What follows belongs to an exercise in optimizing a design on an open flow for small area, a short achievable clock period and few clock cycles per item; a production flow would make more cautious choices. The RTL was checked by simulation tests, not by an equivalence proof against the original design.

==> flow/run.sh <==
#!/bin/bash
# synth_recipe.tcl (not shown) runs the flow's synth.tcl, then flattens the netlist and writes it again
# the make line also repeats each setting of config.mk as NAME=value (left out here)
make -C /OpenROAD-flow-scripts/flow DESIGN_CONFIG=/design/flow/config.mk WORK_HOME=/design/flow/orfs CLKGATE_MAP_FILE= SYNTH_SCRIPT=/design/flow/synth_recipe.tcl finish
==> flow/config.mk <==
export PLATFORM = sky130hd
export DESIGN_NAME = cmplx_mult_stream
export DESIGN_NICKNAME = cmplx_mult_stream
export VERILOG_FILES = /design/flow/design.v
export SDC_FILE = /design/flow/constraint.sdc
export NUM_CORES = 4
export LEC_CHECK = 0
export CAP_MARGIN = 20
export CORE_MARGIN = 2
export CORE_UTILIZATION = 40
export SLEW_MARGIN = 20
==> flow/constraint.sdc <==
create_clock -name core_clock -period 8.5 [get_ports {clk}]
set_input_delay 1.7000 -clock core_clock [delete_from_list [all_inputs] [get_ports {clk}]]
set_output_delay 1.7000 -clock core_clock [all_outputs]
set_load 0.01 [all_outputs]
==> flow/design.v <==
module cmplx_mult_stream #(
  parameter int W     = 16,
  parameter int FRAC  = 15,
  parameter int FRAME = 16,
  parameter int ROUND = 1
) (
  input  logic                    clk,
  input  logic                    rst_n,
  input  logic                    clear,
  output logic                    ovf,
  input  logic                    in_valid,
  output logic                    in_ready,
  input  logic signed [W-1:0]     a_re,
  input  logic signed [W-1:0]     a_im,
  input  logic signed [W-1:0]     b_re,
  input  logic signed [W-1:0]     b_im,
  input  logic                    conj_b,
  output logic                    out_valid,
  input  logic                    out_ready,
  output logic signed [W-1:0]     p_re,
  output logic signed [W-1:0]     p_im,
  output logic [$clog2(FRAME)-1:0] p_idx,
  output logic                    p_last
);
  localparam int IDX_W = $clog2(FRAME);
  localparam int SW    = 2 * W + 1;
  localparam logic signed [SW-1:0] SAT_MAX = {{(W + 2){1'b0}}, {(W - 1){1'b1}}};
  localparam logic signed [SW-1:0] SAT_MIN = {{(W + 2){1'b1}}, {(W - 1){1'b0}}};
  localparam int                   RND_SH  = (FRAC > 0) ? FRAC - 1 : 0;
  localparam logic signed [SW-1:0] RND_ONE = SW'(1);
  localparam logic signed [SW-1:0] RND_K   = (ROUND != 0 && FRAC > 0) ? (RND_ONE <<< RND_SH) : '0;
  logic vld_p2;
  logic adv;
  logic accept;
  assign adv          = !vld_p2 || out_ready;
  assign accept       = in_valid && adv;
  assign in_ready = adv;
  logic [IDX_W-1:0] idx_cnt;
  logic [IDX_W-1:0] idx_cur;
  logic [IDX_W-1:0] idx_next;
  logic             last_cur;
  assign idx_cur  = clear ? '0 : idx_cnt;
  assign last_cur = (idx_cur == IDX_W'(FRAME - 1));
  assign idx_next = last_cur ? '0 : idx_cur + IDX_W'(1);
  logic                   vld_p0;
  logic signed [W-1:0]    a_re_p0;
  logic signed [W-1:0]    a_im_p0;
  logic signed [W-1:0]    b_re_p0;
  logic signed [W-1:0]    b_im_p0;
  logic                   conj_p0;
  logic [IDX_W-1:0]       idx_p0;
  logic                   last_p0;
  logic                   vld_p1;
  logic signed [2*W-1:0]  prod_rr_p1;
  logic signed [2*W-1:0]  prod_ii_p1;
  logic signed [2*W-1:0]  prod_ri_p1;
  logic signed [2*W-1:0]  prod_ir_p1;
  logic                   conj_p1;
  logic [IDX_W-1:0]       idx_p1;
  logic                   last_p1;
  logic signed [W-1:0]    re_p2;
  logic signed [W-1:0]    im_p2;
  logic [IDX_W-1:0]       idx_p2;
  logic                   last_p2;
  logic signed [SW-1:0] rr_x;
  logic signed [SW-1:0] ii_x;
  logic signed [SW-1:0] ri_x;
  logic signed [SW-1:0] ir_x;
  logic signed [SW-1:0] sum_re;
  logic signed [SW-1:0] sum_im;
  logic signed [SW-1:0] scl_re;
  logic signed [SW-1:0] scl_im;
  logic                 clip_re;
  logic                 clip_im;
  assign rr_x    = SW'(prod_rr_p1);
  assign ii_x    = SW'(prod_ii_p1);
  assign ri_x    = SW'(prod_ri_p1);
  assign ir_x    = SW'(prod_ir_p1);
  assign sum_re  = conj_p1 ? (rr_x + ii_x) : (rr_x - ii_x);
  assign sum_im  = conj_p1 ? (ir_x - ri_x) : (ri_x + ir_x);
  logic signed [SW-1:0] rnd_re;
  logic signed [SW-1:0] rnd_im;
  assign rnd_re  = sum_re + RND_K;
  assign rnd_im  = sum_im + RND_K;
  assign scl_re  = rnd_re >>> FRAC;
  assign scl_im  = rnd_im >>> FRAC;
  logic signed [W-1:0] sat_re;
  logic signed [W-1:0] sat_im;
  assign clip_re = (scl_re > SAT_MAX) || (scl_re < SAT_MIN);
  assign clip_im = (scl_im > SAT_MAX) || (scl_im < SAT_MIN);
  assign sat_re  = (scl_re > SAT_MAX) ? SAT_MAX[W-1:0] :
                   (scl_re < SAT_MIN) ? SAT_MIN[W-1:0] : scl_re[W-1:0];
  assign sat_im  = (scl_im > SAT_MAX) ? SAT_MAX[W-1:0] :
                   (scl_im < SAT_MIN) ? SAT_MIN[W-1:0] : scl_im[W-1:0];
  always_ff @(posedge clk or negedge rst_n) begin
    if (!rst_n) begin
      vld_p0  <= 1'b0;
      vld_p1  <= 1'b0;
      vld_p2  <= 1'b0;
      idx_cnt <= '0;
      ovf     <= 1'b0;
      re_p2   <= '0;
      im_p2   <= '0;
      idx_p2  <= '0;
      last_p2 <= 1'b0;
    end else begin
      if (adv) begin
        vld_p0 <= accept;
        vld_p1 <= vld_p0;
        vld_p2 <= vld_p1;
      end
      if (accept)     idx_cnt <= idx_next;
      else if (clear) idx_cnt <= '0;
      if (adv && vld_p1 && (clip_re || clip_im)) ovf <= 1'b1;
      else if (clear)                            ovf <= 1'b0;
      if (adv && vld_p1) begin
        re_p2   <= sat_re;
        im_p2   <= sat_im;
        idx_p2  <= idx_p1;
        last_p2 <= last_p1;
      end
    end
  end
  always_ff @(posedge clk) begin
    if (adv) begin
      a_re_p0 <= a_re;
      a_im_p0 <= a_im;
      b_re_p0 <= b_re;
      b_im_p0 <= b_im;
      conj_p0 <= conj_b;
      idx_p0  <= idx_cur;
      last_p0 <= last_cur;
      prod_rr_p1 <= (2*W)'(a_re_p0) * (2*W)'(b_re_p0);
      prod_ii_p1 <= (2*W)'(a_im_p0) * (2*W)'(b_im_p0);
      prod_ri_p1 <= (2*W)'(a_re_p0) * (2*W)'(b_im_p0);
      prod_ir_p1 <= (2*W)'(a_im_p0) * (2*W)'(b_re_p0);
      conj_p1    <= conj_p0;
      idx_p1     <= idx_p0;
      last_p1    <= last_p0;
    end
  end
  assign out_valid = vld_p2;
  assign p_re      = re_p2;
  assign p_im      = im_p2;
  assign p_idx     = idx_p2;
  assign p_last    = last_p2;
endmodule
==> flow_summary.yaml <==
run_status:
  outcome: "finished clean"
sta:
  finalSetupTns_ns: 0
  finalCritPeriodShare: 0.914
  hold_viol: 0
  skew_ns: 0.0509
  timing.hold.ws_ns: 0.418
  setup_viol: 0
  fmax_ghz: 0.129
  worst_slack_ns: 0.730
  slew_headroom: 0.198
  tightest_slew_ns: 1.20
  rsz0062_at_grt: "false"
  slew_viol_final: 0
  min_period_ns: 7.77
die:
  dieHeight_um: 364
  pin_count: 110
  core_sq_mm: 0.128
  floorplan.initialDensity: 0.404
  dieArea_sq_mm: 0.132
  num_rows: 131
  chipWidth_um: 364
clocking:
  cts_root_buf: "clkbuf_16"
  cts_tree: "yes"
  clk_latency_ns: 0.66
  clockBufferDepth: 3
  ctsResizeCount: 0
  clock-sinks: 249
  clk_pin_slew_ns: 0.06
  hold_buffers: 0
  post-cts-setup-buffer-count: 0
  htree_levels: 2
  cts_buffers: 41
worst_setup_path:
  regToRegEndpoint: "prod_ri_p1[30]$_DFFE_PN_"
  cp.required_ns: 8.89
  crit_family: "adder cells"
  reg2reg_depth: 25
  worstPathArrival_ns: 8.16
  start_kind: "flop"
  crit_type: "reg -> reg"
  slowest_stage: "a2111oi_0"
  rr_startpoint: "a_re_p0[6]$_DFFE_PN_"
  r2r_setup_slack_ns: 0.73
  end_kind: "flop"
  worstPathBufferInverterCount: 7
  max_stage_delay_ns: 0.74
  path_max_fanout: 20
final_layout:
  final_cell_mix: "inv_1 (1,147), fa_1 (1,048), nand2_1 (668)"
  fin_nets: 6963
  postLayoutCoreUtil: 0.440
  drive_gt1_frac: 0.0388
  layout_commonest_cell: "inv_1"
  area_delta_synth_final_pct: 8.84
hold_path:
  min_path_type: "reg -> reg"
  worstHoldEndpoint: "last_p1$_DFFE_PN_"
  min_path_cells: 0
  hp-start: "last_p0$_DFFE_PN_"
grt:
  grt_max_degree: 67
  global_route.overflow_total: 0
  antenna_found_initial: 8
  grt_first_pass_wirelength_um: 218000
  grt_use_total: 0.215
  grt_pass1_vias: 38400
route:
  initialDrtViolationCount: 2398
  vias: 36600
  drt-total-wl_um: 137000
  firstDrtPassIters: 5
  drc_errors: 0
  drt.antenna.violating_nets: 0
  wl_per_cell_um: 18.9
  vias_per_cell: 5.08
flow_run:
  max_cap_viol_count: 0
logic_synthesis:
  ys.flop_type: "edfxtp_1"
  netlist.top_cell.by_area: "fa_1"
  seq_area_frac_synth: 0.140
  synth_cells: 5416
  yosys_warnings: 1
  async_reset_ff_frac: 0.181
  ys_types: 82
  syn_area_sq_mm: 0.0517
  synth_nets: 6929
  synth_area_leaders: "fa_1 (41%), edfxtp_1 (12%), ha_1 (9.6%), inv_1 (8.3%), and2_1 (4.9%)"
  synth_edf_count: 204
  synth_top_cell_area_share: 0.406
  yosys_register_bits: 249
  syn_avg_cell_area_sq_um: 9.55
placed_design:
  portBuffers: 109
  place_ws_ns: 0.743
  dp_hpwl_um: 111000
  globalplace.congestion: 0.906
-- per-layer routing --
layer / global-route usage / wire [um]
met3: 0.0523 / 10800
met1: 0.289 / 58200
met4: 0.0808 / 5520
met2: 0.338 / 62000
met5: 0 / 27
-- final cells by class --
type / count / area [sq um]
clock inverter: 28 / 300
sequential: 249 / 7250
fill: 12300 / 71700
timing repair buffer: 213 / 1890
inverter: 1147 / 4310
tap: 1729 / 2160
antenna: 3 / 7.51
multi-input combinational: 3798 / 39300
clock buffer: 48 / 1050
-- synthesized netlist by cell type (23+ instances only) --
cell and n:
a21o_1 63, a21oi_1 171, and2_1 407, clkbuf_1 215, dfrtp_1 45, edfxtp_1 204, fa_1 1048, ha_1 395
inv_1 1147, nand2_1 668, nand2b_1 84, nand3_1 43, nor2_1 175, nor2b_1 28, nor3_1 62, o21ai_0 81
o21bai_1 24, or3_1 23, xnor2_1 184, xor2_1 78
-- registers in the layout, indices dropped and copies added (netlist names), 32 cells and up --
| register | count |
|---|---|
| prod_ii_p1 | 32 |
| prod_ir_p1 | 32 |
| prod_rr_p1 | 32 |
| prod_ri_p1 | 32 |
-- stage by stage --
step                      instance area [sq um]  instances
after floorplan                           51700       5416
after global placement                    54900       7136
after detailed placement                  54900       7136
after CTS                                 56300       7212
after global routing                      56300       7212
final                                     56300       7215
-- cell families (layout without fill, tap and decap cells) --
logic type / after synthesis / after routing / synth area share
AND/OR/NAND/NOR: 1595 / 1595 / 0.152
adder cells (fa/ha/maj): 1443 / 1443 / 0.501
buffers and inverters: 1369 / 1436 / 0.0997
AO/OA/AOI/OAI: 491 / 491 / 0.0612
XOR/XNOR: 264 / 264 / 0.0450
flip-flops: 249 / 249 / 0.140
multiplexers: 5 / 5 / 0.00104
other: 0 / 3 / 0
-- how the worst max path moves through the flow --
stage	from	to	depth (start not counted)
floorplan	a_re_p0[10]$_DFFE_PN_	prod_ri_p1[30]$_DFFE_PN_	24
global placement	a_re_p0[6]$_DFFE_PN_	prod_ri_p1[30]$_DFFE_PN_	23
detailed placement	a_re_p0[11]$_DFFE_PN_	prod_ri_p1[30]$_DFFE_PN_	20
CTS	a_re_p0[11]$_DFFE_PN_	prod_ri_p1[30]$_DFFE_PN_	20
global route	a_re_p0[7]$_DFFE_PN_	prod_ri_p1[30]$_DFFE_PN_	24
finish	a_re_p0[6]$_DFFE_PN_	prod_ri_p1[30]$_DFFE_PN_	25
Testbench counts, summed over its fixed seeds: cycles 16,024, items 16,000.

afterwards: timing with drivers on the ports:
In the flow no input, the clock included, has a driving cell. The finished layout below was timed again as built, in two steps.
Step 1 sets driving cells, clkbuf_16 on the clock port and buf_2 on the other inputs (assumed; they add their load-dependent delay and slew).
Step 2 moves the port delays by t, midway between the first and last clock arrival at a register: inputs arrive t later, outputs are due t later. That takes back most of the time a late clock gives input paths.
a / b / c = ideal / step 1 / step 2; a / b = the first two.
shift t [ns]: 0.714
slack for setup (ns): 0.730 / 0.730 / 0.730
hold WS [ns]: 0.418 / 0.418 / 0.418
After both steps setup and hold are still met in this run. For this run, drivers alone change the setup slack by 0.000 ns; drivers and shift together by 0.000 ns.
